Context: an optimization exercise on an open-source flow, tuned for small area. The choices shown serve that exercise and are no tape-out recipe.
The RTL was checked by simulation tests, not by an equivalence proof against the original design.
The flow treats the clock pin as an ideal source, which a real chip does not have.
Power figures rest on the tool's default switching activity, not on a simulated workload.

`flow/constraint.sdc`:
```
create_clock -name core_clock -period 5.0 [get_ports {clk}]
set_input_delay 1.0000 -clock core_clock [delete_from_list [all_inputs] [get_ports {clk}]]
set_output_delay 1.0000 -clock core_clock [all_outputs]
set_load 0.01 [all_outputs]
```
`flow/config.mk`:
```
export PLATFORM = sky130hd
export DESIGN_NAME = regfile_top
export DESIGN_NICKNAME = regfile_top
export VERILOG_FILES = /design/flow/design.v
export SDC_FILE = /design/flow/constraint.sdc
export NUM_CORES = 4
export LEC_CHECK = 0
export CAP_MARGIN = 20
export CORE_MARGIN = 2
export CORE_UTILIZATION = 40
export PLACE_DENSITY = 0.55
export SLEW_MARGIN = 20
export SYNTH_HIERARCHICAL = 1
```
`flow/design.v`:
```
package regfile_pkg;
    localparam int XLEN_DEF = 32;
    localparam int NREG_DEF = 32;
    typedef logic [4:0]  reg_addr_t;
    typedef logic [31:0] reg_data_t;
    localparam reg_addr_t ZERO_REG = '0;
endpackage
module regfile_scoreboard
#(
    parameter int NREG = regfile_pkg::NREG_DEF,
    parameter int AW   = $clog2(NREG)
) (
    input  logic              clk,
    input  logic              rst_n,
    input  logic [NREG-1:0]   wr_hit,
    input  logic              iss_en,
    input  logic [AW-1:0]     iss_addr,
    output logic [NREG-1:0]   busy_q,
    output logic [NREG-1:0]   busy_d,
    output logic              busy_any
);
    always_comb begin
        busy_d[0] = 1'b0;
        for (int r = 1; r < NREG; r++) begin
            busy_d[r] = (iss_en && (iss_addr == AW'(r))) || (busy_q[r] && !wr_hit[r]);
        end
    end
    always_ff @(posedge clk or negedge rst_n) begin
        if (!rst_n) begin
            busy_q   <= '0;
            busy_any <= 1'b0;
        end else begin
            busy_q   <= busy_d;
            busy_any <= |busy_d;
        end
    end
endmodule
module rf_wbit (
    input  logic s0, w0, s1, w1, hit, x,
    output logic xn
);
    logic wn;
    assign wn = ~((s0 & w0) | (s1 & w1));
    assign xn = (hit | x) & wn;
endmodule
module rf_oai22 (
    input  logic a1, a2, b1, b2,
    output logic y
);
    assign y = ~((a1 | a2) & (b1 | b2));
endmodule
module regfile_mp
#(
    parameter int XLEN = regfile_pkg::XLEN_DEF,
    parameter int NREG = regfile_pkg::NREG_DEF,
    parameter int AW   = $clog2(NREG),
    parameter int NRD  = 2,
    parameter int NWR  = 2
) (
    input  logic                clk,
    input  logic                rst_n,
    input  logic [NRD-1:0]      rd_en,
    input  logic [NRD*AW-1:0]   rd_addr,
    output logic [NRD*XLEN-1:0] rd_data,
    output logic [NRD-1:0]      rd_busy,
    input  logic [NWR-1:0]      wr_en,
    input  logic [NWR*AW-1:0]   wr_addr,
    input  logic [NWR*XLEN-1:0] wr_data,
    input  logic                iss_en,
    input  logic [AW-1:0]       iss_addr,
    output logic                busy_any
);
    localparam int NR1 = NREG - 1;         
    logic [XLEN-1:0] mem_n  [1:NREG-1];    
    logic [XLEN-1:0] mem_dn [1:NREG-1];    
    logic [NREG-1:0] valid_q;
    logic [NREG-1:0] valid_d;
    logic [NREG-1:0] busy_q;
    logic [NREG-1:0] busy_d;
    logic [NREG-1:0] wr_hit;
    logic [NREG-1:0] ws0, ws1;             
    always_comb begin
        for (int r = 0; r < NREG; r++) begin
            ws1[r]     = (r != 0) && wr_en[1] && (wr_addr[AW +: AW] == AW'(r));
            ws0[r]     = (r != 0) && wr_en[0] && (wr_addr[0 +: AW] == AW'(r)) && !ws1[r];
            wr_hit[r]  = ws0[r] | ws1[r];
            valid_d[r] = valid_q[r] | wr_hit[r];
        end
    end
    regfile_scoreboard #(
        .NREG (NREG),
        .AW   (AW)
    ) u_scoreboard (
        .clk      (clk),
        .rst_n    (rst_n),
        .wr_hit   (wr_hit),
        .iss_en   (iss_en),
        .iss_addr (iss_addr),
        .busy_q   (busy_q),
        .busy_d   (busy_d),
        .busy_any (busy_any)
    );
    for (genvar r = 1; r < NREG; r++) begin : g_reg
        for (genvar b = 0; b < XLEN; b++) begin : g_bit
            assign mem_dn[r][b] = ~((ws0[r] & wr_data[b]) | (ws1[r] & wr_data[XLEN + b])
                                    | ~(wr_hit[r] | mem_n[r][b]));
        end
    end
    always_ff @(posedge clk) begin
        for (int r = 1; r < NREG; r++) begin
            mem_n[r] <= mem_dn[r];
        end
    end
    always_ff @(posedge clk or negedge rst_n) begin
        if (!rst_n) begin
            valid_q <= '0;
        end else begin
            valid_q <= valid_d;
        end
    end
    logic [NR1-1:0]  rseln  [NRD];
    logic [XLEN-1:0] rd_val [NRD];
    logic [NRD-1:0]  rd_bsy;
    always_comb begin
        for (int i = 0; i < NRD; i++) begin
            rd_bsy[i] = 1'b0;
            for (int r = 1; r < NREG; r++) begin
                rseln[i][r-1] = !(rd_en[i] && (rd_addr[i*AW +: AW] == AW'(r)) && valid_d[r]);
                if (rd_addr[i*AW +: AW] == AW'(r)) begin
                    rd_bsy[i] = rd_bsy[i] | busy_d[r];
                end
            end
        end
    end
    for (genvar i = 0; i < NRD; i++) begin : g_rd
        for (genvar b = 0; b < XLEN; b++) begin : g_bit
            logic [NR1-1:0]   dcol;
            logic [NR1/2-1:0] yp;
            for (genvar r = 1; r < NREG; r++) begin : g_col
                assign dcol[r-1] = mem_dn[r][b];
            end
            for (genvar g = 0; g < NR1 / 2; g++) begin : g_grp
                rf_oai22 u_o (
                    .a1 (rseln[i][2*g]),   .a2 (dcol[2*g]),
                    .b1 (rseln[i][2*g+1]), .b2 (dcol[2*g+1]),
                    .y  (yp[g])
                );
            end
            if (NR1 % 2 == 1) begin : g_odd
                assign rd_val[i][b] = (|yp) | ~(rseln[i][NR1-1] | dcol[NR1-1])
                                    | (!rd_en[i] & rd_data[i*XLEN + b]);
            end else begin : g_even
                assign rd_val[i][b] = (|yp) | (!rd_en[i] & rd_data[i*XLEN + b]);
            end
        end
    end
    always_ff @(posedge clk or negedge rst_n) begin
        if (!rst_n) begin
            rd_data <= '0;
            rd_busy <= '0;
        end else begin
            for (int i = 0; i < NRD; i++) begin
                rd_data[i*XLEN +: XLEN] <= rd_val[i];
                if (rd_en[i]) begin
                    rd_busy[i] <= rd_bsy[i];
                end
            end
        end
    end
endmodule
module regfile_top (
    input  logic         clk,
    input  logic         rst_n,
    input  logic [1:0]   rd_en,
    input  logic [9:0]   rd_addr,
    output logic [63:0]  rd_data,
    output logic [1:0]   rd_busy,
    input  logic [1:0]   wr_en,
    input  logic [9:0]   wr_addr,
    input  logic [63:0]  wr_data,
    input  logic         iss_en,
    input  logic [4:0]   iss_addr,
    output logic         busy_any
);
    regfile_mp #(
        .XLEN (32),
        .NREG (32),
        .NRD  (2),
        .NWR  (2)
    ) u_rf (
        .clk      (clk),
        .rst_n    (rst_n),
        .rd_en    (rd_en),
        .rd_addr  (rd_addr),
        .rd_data  (rd_data),
        .rd_busy  (rd_busy),
        .wr_en    (wr_en),
        .wr_addr  (wr_addr),
        .wr_data  (wr_data),
        .iss_en   (iss_en),
        .iss_addr (iss_addr),
        .busy_any (busy_any)
    );
endmodule
```
`flow/run.sh`:
```
#!/bin/bash
# synth_recipe.tcl (not shown) runs the flow's synth.tcl, then flattens the netlist and writes it again
# the make line also repeats each setting of config.mk as NAME=value (left out here)
make -C /OpenROAD-flow-scripts/flow DESIGN_CONFIG=/design/flow/config.mk WORK_HOME=/design/flow/orfs CLKGATE_MAP_FILE= SYNTH_SCRIPT=/design/flow/synth_recipe.tcl finish
```
==> results.cfg, run 1 <==
[clock_tree]
cts_hold_buffers = 0
cts_root_buf = clkbuf_16
cts_buffers = 134
clock_latency_ns = 0.81
clk_pin_slew_ns = 0.06
clock_tree.buffer_depth = 3
cts.sinks = 1121
ctsResizeCount = 0
post_cts_buffers = 0
h-tree-depth = 4
tritoncts = yes

[sta]
fin_ws_ns = 0.0857
setup_violations = 0
min_period_ns = 4.91
fmax_mhz = 203
timing.hold.ws_ns = 0.266
tightestPinTransition_ns = 1.18
grt_setup_unrepaired = no
relSlewSlack_pct = 21.2
final_max_slew_viol_count = 0
fin_skew_ns = 0.0338
finalHoldViolCount = 0
timing.final.crit_share_pct = 98.3

[final_layout]
final_cells = 8645
syn2layout_area_growth_pct = 21.3
fin_nets = 6854
drive_above_1_share_pct = 12.7

[pwr]
combPwrFrac_pct = 22.8
power.clock.fraction_pct = 34.6
internal-power_uw = 19900
netSwitchingFraction_pct = 31.3
p_leak_uw = 0.0244
p_total_uw = 29000
p_per_area_mw_per_mm2 = 447
power_switching_uw = 9090
seqPwrFrac_pct = 42.6
peakVddDrop_mv = 0.400

[floorplan]
ioPinCount = 163
die_h_um = 370
die-width_um = 370
std_cell_rows = 134
design.core.area_mm2 = 0.133
initial_core_util_pct = 40.2
dieArea_mm2 = 0.137

[routing]
wl_mm = 281
highest_layer = met5
num_vias = 59100
wl_met2_mm = 119
met1Wirelength_mm = 108
wl_met3_mm = 28.6
ant_nets = 0
routed_via_density = 6.84
routedWlPerCell_um = 32.5
drt-pass1-iter-count = 8
drcViolationCount = 0
drt_iter0_drc = 8763

[global_route]
grt_max_degree = 67
grt_overflow = 0
antenna_found_initial = 19
grt_pass1_vias = 54800
grt_pass1_wl_mm = 396
grt_usage_pct = 39.7

[critical_path]
critPathRequiredTime_ns = 5.65
crit_start = wr_addr[0]
path_class = input pin to register
cp_max_fo = 25
worst_setup_path_end_kind = register
r2r_start = u_rf.valid_q[16]$_DFF_PN0_
reg2reg_depth = 9
startpoint_type = input pin
cp_data_arrival_time_ns = 5.56

[synth]
synthesis.area_mm2 = 0.0535
synth.avg_cell_area_um2 = 8.07
synth_fp_nets = 6719
synth_cells = 6623
ys_warn_count = 16

[place]
io_buffers = 162
dp_hpwl_mm = 181
dp_slack_ns = -0.572
placed_cells = 8390
place_congestion = 0.978

[worst_hold_path]
min_path_type = input pin to async pin

[job]
cap_violations = 0

[status]
outcome = timing/DRC/antenna clean
==> state kept, by name (all words and copies together) (netlist names) <==
signal	count
u_rf.mem_n	992
u_rf.rd_busy	2
u_rf.rd_data	64
u_rf.u_scoreboard.busy_any	1
u_rf.u_scoreboard.busy_q	31
u_rf.valid_q	31
==> area by class of cell <==
| type | instances | area, um^2 |
|---|---|---|
| Fill cell | 12700 | 68300 |
| Sequential cell | 1121 | 23100 |
| Tap cell | 1768 | 2210 |
| Clock buffer | 200 | 4020 |
| Clock inverter | 42 | 389 |
| Timing Repair Buffer | 647 | 6780 |
| Antenna cell | 13 | 32.5 |
| Inverter | 74 | 278 |
| Multi-Input combinational cell | 4780 | 28100 |
==> worst max-delay path, cell delays in order <==
cell and delay, ns:
clkdlybuf4s50_1 0.70, and2_1 0.56, nand2_2 0.31, o21ai_0 0.23, or2_2 0.37, nand3_2 0.24
buf_12 0.28, o22ai_1 0.11, nor4_1 0.94, buf_4 0.24, o2111ai_1 0.19, nor4_1 0.23
o21ai_0 0.12
==> worst paths after layout <==
kind	end	slack, ns
worst min-delay path	u_rf.u_scoreboard.busy_any$_DFF_PN0_	0.27
worst max register to register	u_rf.rd_data[48]$_DFF_PN0_	1.77
worst max-delay path	u_rf.rd_data[48]$_DFF_PN0_	0.09
worst min register to register	u_rf.valid_q[14]$_DFF_PN0_	0.48
max in group asynchronous	u_rf.rd_data[49]$_DFF_PN0_	3.52
min in group core_clock	u_rf.valid_q[14]$_DFF_PN0_	0.48
==> metal layers <==
metal | global-route usage (%) | up-vias
met5 | 0 | -
met4 | 31.4 | 12
met3 | 9.70 | 927
met2 | 58.6 | 3988
met1 | 49.3 | 28400
li1 | - | 25800
==> power by group through the flow <==
stage | Sequential [uW] | Clock [uW] | Combinational (uW)
floorplan | 12300 | 0 | 4240
global route | 12500 | 10400 | 7140
detailed placement | 12500 | 0 | 6380
global placement | 12400 | 0 | 6270
CTS | 12300 | 10100 | 6430
finish | 12400 | 10000 | 6620
==> cell usage in the layout (no fill, tap or decap), types with 25 or more instances in the layout <==
master and n:
a21oi_1 995, a211oi_1 993, dfxtp_1 992, nor2_1 980
o22ai_1 973, buf_4 363, nor4_1 248, clkdlybuf4s50_1 159
clkbuf_16 139, dfrtp_1 129, buf_12 122, inv_1 74
nand3_2 64, o2111ai_1 64, o21ai_0 63, nand2_1 50
o21ai_1 42, nor3_1 37, nand2b_1 31, nor2_4 31
clkbuf_8 31, clkbuf_1 30, nand3b_1 27, clkinv_2 25
==> metrics by stage <==
stage | area [um^2] | utilization, % | setup TNS, ns
finish | 64900 | 48.7 | 0
CTS | 64800 | 48.7 | 0
floorplan | 53500 | - | 0
global route | 64800 | 48.7 | 0
global placement | 60400 | 45.4 | -2.19
detailed placement | 60400 | 45.4 | -2.12
==> run 2, diff against run 1 <==
--- a/flow/design.v
+++ b/flow/design.v
@@ -102,8 +102,12 @@
     );
     for (genvar r = 1; r < NREG; r++) begin : g_reg
         for (genvar b = 0; b < XLEN; b++) begin : g_bit
-            assign mem_dn[r][b] = ~((ws0[r] & wr_data[b]) | (ws1[r] & wr_data[XLEN + b])
-                                    | ~(wr_hit[r] | mem_n[r][b]));
+            rf_wbit u_w (
+                .s0  (ws0[r]),    .w0 (wr_data[b]),
+                .s1  (ws1[r]),    .w1 (wr_data[XLEN + b]),
+                .hit (wr_hit[r]), .x  (mem_n[r][b]),
+                .xn  (mem_dn[r][b])
+            );
         end
     end
     always_ff @(posedge clk) begin
==> flow/flow/run.sh (new file) <==
#!/bin/bash
# Layout flow: the standard ORFS flow with
#  - power recovery right after floorplan (downsizes gates; placement repairs slew later),
#  - no CTS dummy loads,
#  - buf_2 as the port buffer (resized later by repair_design where needed).
set -e
export POST_FLOORPLAN_TCL="$PWD/flow/post_fp.tcl"
export CTS_ARGS="-sink_clustering_enable -repair_clock_nets -dont_use_dummy_load -sink_clustering_size 12 -sink_clustering_max_diameter 50 -buf_list {sky130_fd_sc_hd__clkbuf_8}"
export BUFFER_PORTS_ARGS="-buffer_cell sky130_fd_sc_hd__buf_2"
bash standard.sh > standard.log 2>&1
==> flow/flow/post_fp.tcl (new file) <==
# After floorplan (before placement): downsize every gate that synthesis sized up for
# speed. Placement's repair_design and the later timing repairs size gates back up where
# slew, capacitance or timing need it.
log_cmd repair_timing -recover_power 100 -verbose
==> flow/standard.sh (new file) <==
#!/bin/bash
# synth_recipe.tcl (not shown) runs the flow's synth.tcl, then flattens the netlist and writes it again
# the make line also repeats each setting of config.mk as NAME=value (left out here)
make -C /OpenROAD-flow-scripts/flow DESIGN_CONFIG=/design/flow/config.mk WORK_HOME=/design/flow/orfs CLKGATE_MAP_FILE= SYNTH_SCRIPT=/design/flow/synth_recipe.tcl "${@:-finish}"
--- a/flow/config.mk
+++ b/flow/config.mk
@@ -7,7 +7,10 @@
 export LEC_CHECK = 0
 export CAP_MARGIN = 20
 export CORE_MARGIN = 2
-export CORE_UTILIZATION = 40
-export PLACE_DENSITY = 0.55
+export CORE_UTILIZATION = 45
+export CTS_BUF_LIST = sky130_fd_sc_hd__clkbuf_8
+export CTS_CLUSTER_DIAMETER = 50
+export CTS_CLUSTER_SIZE = 12
+export PLACE_DENSITY = 0.6
 export SLEW_MARGIN = 20
 export SYNTH_HIERARCHICAL = 1
removed: flow/run.sh
==> run 2 against run 1 <==
Against the previous run:
- global-route usage is 8.5 points higher
- first-iteration DRC count is 54% higher
- non-clock buffer count is 63 lower
- clock skew is 0.12 ns higher
- wire length is 9.4% higher
- clock-buffer cell count is 64 lower
- synthesized cell count is 24% lower
- critical path depth is 1 lower
- power is 12% lower
- maximum frequency is 1.3% higher
- critical path type unchanged
- largest power group unchanged
==> results.cfg, run 2 <==
[status]
outcome = timing/DRC/antenna clean

[critical_path]
critical-path-top-delay-family = compound AO/OA/AOI/OAI gates
startpoint_type = input pin
critPathRequiredTime_ns = 5.75
cp_max_fo = 11
path_class = input pin to register
r2r_setup_slack_ns = 1.44
critical_path.max_stage_delay_ns = 0.94
crit_path_top_delay_cell = nor4_1
crit_path_cell_trace = buf_2 -> nor2_1 -> nand3_1 -> o21ai_4 -> buf_4 -> nor2_1 -> a221oi_1 -> o22ai_1 -> nor4_1 -> o2111ai_1 -> nor4_1 -> o21ai_2
crit_start = wr_addr[5]
worst_setup_path_end_kind = register
crit_buf_inv = 2
cp_data_arrival_time_ns = 5.60
rr_endpoint = u_rf.rd_data[32]$_DFF_PN0_
r2r_start = u_rf.valid_q[8]$_DFF_PN0_
reg2reg_depth = 9

[final_layout]
top_register = u_rf.mem_n
layout_commonest_cell = nor2_1
largest_reg_flops = 992
drive_above_1_share_pct = 20.6
mostFrequentLayoutCells = 1016 x nor2_1, 992 x dfxtp_1, 972 x o22ai_1
syn2layout_area_growth_pct = 8.68
reg.largest.list = u_rf.mem_n x992, u_rf.rd_data x64
fin_nets = 5819
postLayoutCellArea_mm2 = 0.0585

[routing]
wl_mm = 308
drcViolationCount = 0
num_vias = 60300
routedWlPerCell_um = 42.2
ant_nets = 0
routed_via_density = 8.26
drt-pass1-iter-count = 14
drt_iter0_drc = 13500

[clock_tree]
post_cts_buffers = 0
cts_buffers = 136
h-tree-depth = 4
clk_pin_slew_ns = 0.08
clock_latency_ns = 0.91
clock_tree.buffer_depth = 3
tritoncts = yes
cts_hold_buffers = 0
cts.sinks = 1121
ctsResizeCount = 0
cts_root_buf = clkbuf_8

[sta]
fin_skew_ns = 0.153
timing.hold.ws_ns = 0.218
min_period_ns = 4.85
tightestPinTransition_ns = 1.38
setup_violations = 0
relSlewSlack_pct = 7.45
final_max_slew_viol_count = 0
finalHoldViolCount = 0
grt_setup_unrepaired = no
timing.final.crit_share_pct = 97.0
fmax_mhz = 206

[place]
dp_hpwl_mm = 189
place_congestion = 1.10
io_buffers = 162
dpl-instance-area_mm2 = 0.0564

[synth]
synthesis.area_mm2 = 0.0538
synth_cells = 5049
ys_warn_count = 15
synth.avg_cell_area_um2 = 10.7
synth_fp_nets = 5145

[global_route]
grt_overflow = 0
grt_usage_pct = 48.2
antenna_found_initial = 39
grt_pass1_vias = 54400
grt_pass1_wl_mm = 420
grt_max_degree = 68

[floorplan]
ioPinCount = 163
die_h_um = 350
die-width_um = 350
initial_core_util_pct = 45.5
dieArea_mm2 = 0.122
std_cell_rows = 126
design.core.area_mm2 = 0.118

[job]
cap_violations = 0

[pwr]
p_leak_uw = 0.0212
peakVddDrop_mv = 0.284
p_per_area_mw_per_mm2 = 436

[worst_hold_path]
min_path_type = input pin to async pin
[run 2: cell types whose count changed in the layout (fill, tap and decap cells not counted), moves of 105 or more]
cell / delta
a211oi_1: -992
a21oi_1: -990
a221oi_1: +769
a221oi_2: +225
buf_2: +159
clkbuf_16: -139
clkbuf_8: +105
clkdlybuf4s50_1: -159
[run 2: where the power goes]
part	total, uW	leakage, uW	switching [uW]	internal (uW)
sequential	12600	0.00993	1010	11600
combinational	7050	0.0103	4460	2590
clock	5850	0.000978	3430	2410
total	25500	0.0212	8910	16600
[run 2: cell type report]
type / instances / area [um^2]
tap: 1536 / 1920
antenna: 45 / 113
sequential: 1121 / 23100
timing repair buffer: 584 / 4830
inverter: 90 / 338
multi-input combinational: 3790 / 26300
clock buffer: 136 / 1870
fill: 11100 / 59800
[run 2: worst max-delay path by stage]
| stage | endpoint | slack, ns | depth (start not counted) |
|---|---|---|---|
| CTS | u_rf.rd_data[0]$_DFF_PN0_ | 0.78 | 13 |
| finish | u_rf.rd_data[38]$_DFF_PN0_ | 0.15 | 12 |
| global route | u_rf.rd_data[38]$_DFF_PN0_ | 0.17 | 12 |
| floorplan | u_rf.rd_data[62]$_DFF_PN0_ | 0.001 | 10 |
| detailed placement | u_rf.rd_data[38]$_DFF_PN0_ | -0.1 | 12 |
| global placement | u_rf.rd_data[7]$_DFF_PN0_ | -0.12 | 11 |
[run 2: per-layer routing]
metal	vias to the layer above	GRT usage (%)	wire length, um	part of all wire, %
met5	-	4.20	732	0.24
met4	32	34.4	27100	8.8
met3	1939	28.1	58400	19
met2	6853	62.2	114000	37
met1	28700	58.3	107000	35
li1	22700	-	-	-
[run 2: stage by stage]
| step | setup TNS (ns) | setup WS, ns | util (%) | instances | power (uW) |
|---|---|---|---|---|---|
| 2_1_floorplan | 0 | 0.00126 | - | 5049 | 17700 |
| 3_3_place_gp | -0.459 | -0.122 | 47.7 | 7115 | 19100 |
| 3_5_place_dp | -0.265 | -0.0989 | 47.7 | 7117 | 19300 |
| 4_1_cts | 0 | 0.779 | 49.3 | 7253 | 25000 |
| 5_1_grt | 0 | 0.172 | 49.4 | 7275 | 26300 |
| 6_report | 0 | 0.149 | 49.4 | 7302 | 25500 |
[run 2: worst register-to-register path: stages, from the launching register on]
cell and delay (ns):
dfrtp_1 0.35, or2_2 0.40, nand3_2 0.58, buf_4 0.30
o22ai_1 0.09, nor4_1 1.00, buf_4 0.27, o2111ai_1 0.12
nor4_1 0.26, o21ai_2 0.08
==> run 3, diff against run 2 <==
==> flow/flow/run.sh (replaced) <==
#!/bin/bash
# Layout flow: the standard ORFS flow with
#  - power recovery right after floorplan (downsizes gates; placement repairs slew later),
#  - power recovery again after CTS with placement parasitics, followed by repair_design,
#  - no CTS dummy loads,
#  - buf_2 as the port buffer (resized later by repair_design where needed).
set -e
export POST_FLOORPLAN_TCL="$PWD/flow/post_fp.tcl"
export POST_CTS_TCL="$PWD/flow/post_cts.tcl"
export CTS_ARGS="-sink_clustering_enable -repair_clock_nets -dont_use_dummy_load -sink_clustering_size 12 -sink_clustering_max_diameter 50 -buf_list {sky130_fd_sc_hd__clkbuf_8}"
export BUFFER_PORTS_ARGS="-buffer_cell sky130_fd_sc_hd__buf_2"
bash standard.sh > standard.log 2>&1
==> flow/flow/post_cts.tcl (new file) <==
# After CTS and its timing repair: downsize gates that have slack, using placement
# parasitics, then repair any slew or capacitance this causes and legalize again.
estimate_parasitics -placement
log_cmd repair_timing -recover_power 100 -verbose
log_cmd repair_design -slew_margin 20 -cap_margin 20 -match_cell_footprint -verbose
detailed_placement
check_placement -verbose
estimate_parasitics -placement
report_worst_slack -max
report_worst_slack -min
==> run 3 against run 2 <==
Against the previous run:
- now fails the layout checks on negative setup slack
- via count barely moved
- cell area decreased by 2.6%
- largest cell class unchanged
- setup slack worse by 0.24 ns
- die area did not move
- clock skew increased by 0.0084 ns
- global-route usage barely moved
==> results.cfg, run 3 <==
[place]
io_buffers = 162
placed_cells = 7117
dp_hpwl_mm = 189
place_congestion = 1.10

[clock_tree]
clock_latency_ns = 0.92
tritoncts = yes
cts.sinks = 1121
clk_pin_slew_ns = 0.08

[routing]
drcViolationCount = 0
drt-pass1-iter-count = 12
num_vias = 60300
ant_nets = 0
drt_iter0_drc = 13300
routedWlPerCell_um = 42.2
wl_mm = 309
routed_via_density = 8.25

[pwr]
p_leak_uw = 0.0202
peakVddDrop_mv = 0.284
p_per_area_mw_per_mm2 = 443
p_total_uw = 25200

[sta]
finalHoldViolCount = 0
final_max_slew_viol_count = 0
fmax_mhz = 196
relSlewSlack_pct = 10.0
min_period_ns = 5.10
tightestPinTransition_ns = 1.35
grt_setup_unrepaired = no
fin_skew_ns = 0.161
fin_ws_ns = -0.0961
timing.final.crit_share_pct = 102
setup_violations = 3

[floorplan]
std_cell_rows = 126
ioPinCount = 163
die-width_um = 350
dieArea_mm2 = 0.122
initial_core_util_pct = 45.5
die_h_um = 350
design.core.area_mm2 = 0.118

[final_layout]
fin_nets = 5833
final_cells = 7310
largest_reg_flops = 992
syn2layout_area_growth_pct = 5.83
reg.largest.list = u_rf.mem_n x992, u_rf.rd_data x64
layout_commonest_cell = nor2_1
nFillCells = 11500
mostFrequentLayoutCells = 1033 x nor2_1, 992 x dfxtp_1, 974 x o22ai_1
drive_above_1_share_pct = 14.8
post-route-util_pct = 48.2
top_register = u_rf.mem_n

[critical_path]
path_class = input pin to register
cp_data_arrival_time_ns = 5.84
crit_path_cell_trace = clkbuf_1 -> and2b_1 -> nand3_1 -> o21ai_4 -> clkbuf_1 -> nor2_1 -> a221oi_1 -> o22ai_1 -> nor4_1 -> o2111ai_1 -> nor4_1 -> o21ai_2
worst_setup_path_end_kind = register
critPathRequiredTime_ns = 5.75
critical_path.max_stage_delay_ns = 0.97
crit_path_top_delay_cell = o21ai_4
cp_max_fo = 11
startpoint_type = input pin
r2r_setup_slack_ns = 1.14

[synth]
synth_fp_nets = 5145
synth.avg_cell_area_um2 = 10.7
synthesis.area_mm2 = 0.0538
synth_cells = 5049
ys_warn_count = 15

[global_route]
antenna_found_initial = 37
grt_usage_pct = 48.2
grt_max_degree = 68
grt_overflow = 0
grt_pass1_vias = 54500
grt_pass1_wl_mm = 419

[job]
cap_violations = 0

[status]
outcome = complete, but fails checks
so_faults = negative setup slack

[worst_hold_path]
min_path_type = input pin to async pin
## run 3: cell type report
class | count | area (um^2) | area share, %
repair buffers | 598 | 4720 | 8.29
flip-flops and latches | 1121 | 23100 | 40.6
well taps | 1536 | 1920 | 3.38
multi-input cells | 3790 | 24900 | 43.7
inverters | 90 | 338 | 0.593
diodes | 39 | 97.6 | 0.171
clock buffers | 136 | 1870 | 3.29
## run 3: critical path, delay by kind of cell
kind / cells / cell delay, ns
buffers and inverters: 2 / 0.67
AOI/OAI and AO/OA: 5 / 2.15
and+or+nand+nor: 5 / 2.00
## run 3: report_power, final
group	internal [uW]	total, uW	switching, uW
registers	11600	12600	1010
logic	2420	6770	4350
clock network	2410	5850	3430
## run 3: final timing paths
path / start / endpoint / depth (start not counted)
hold / removal: rst_n / u_rf.rd_data[27]$_DFF_PN0_ / 1
hold reg to reg: u_rf.valid_q[25]$_DFF_PN0_ / u_rf.valid_q[25]$_DFF_PN0_ / 2
min in group core_clock: u_rf.valid_q[25]$_DFF_PN0_ / u_rf.valid_q[25]$_DFF_PN0_ / 2
setup / recovery: wr_addr[9] / u_rf.rd_data[7]$_DFF_PN0_ / 12
max in group asynchronous: rst_n / u_rf.u_scoreboard.busy_q[29]$_DFF_PN0_ / 2
setup reg to reg: u_rf.valid_q[20]$_DFF_PN0_ / u_rf.rd_data[32]$_DFF_PN0_ / 9
## run 3: per-stage QoR
stage | area (um^2) | hold WS, ns | setup WS, ns | TNS (ns)
6_report | 56900 | 0.195 | -0.0961 | -0.177
5_1_grt | 56900 | 0.229 | 0.0974 | 0
3_5_place_dp | 56400 | 0.435 | -0.0989 | -0.265
3_3_place_gp | 56400 | 0.430 | -0.122 | -0.459
2_1_floorplan | 54100 | 0.419 | 0.00126 | 0
## run 3: per-layer routing
metal / global-route usage (%) / share of wire [%]
met1: 57.9 / 35
met2: 61.6 / 37
met3: 28.8 / 19
met5: 1.81 / 0.16
met4: 35.8 / 9.3

-- what the ideal ports hide --
No port has a modelled driver above. Below, the same layouts with a new extraction and two added sets of constraints.
Step 1 assumes that a clkbuf_16 drives the clock port and a buf_2 every other input.
Step 2 times the ports against the registers' clock, not the clock port: input delays grow and output delays shrink by t, the midpoint of the rising clock arrivals with the driver on.
Slacks: ideal ports / drivers / drivers and shift; pairs: ideal ports / drivers.
run	t (ns)	setup WS [ns]	hold slack, ns	clock arrival spread, ns	slew at the worst register clock pin (ns)
run 1	0.873	0.086 / 0.144 / -0.729	0.266 / 0.224 / 0.485	0.034 / 0.034	0.06 / 0.06
run 2	0.919	0.149 / 0.205 / -0.714	0.218 / 0.174 / 0.446	0.156 / 0.156	0.09 / 0.09
run 3	0.921	-0.096 / -0.042 / -0.963	0.195 / 0.154 / 0.447	0.161 / 0.162	0.09 / 0.09
Met with ideal ports but missed after step 2: setup timing in run 1 and run 2. For run 3, which loses most, drivers alone change the setup slack by +0.054 ns; drivers and shift together by -0.867 ns.
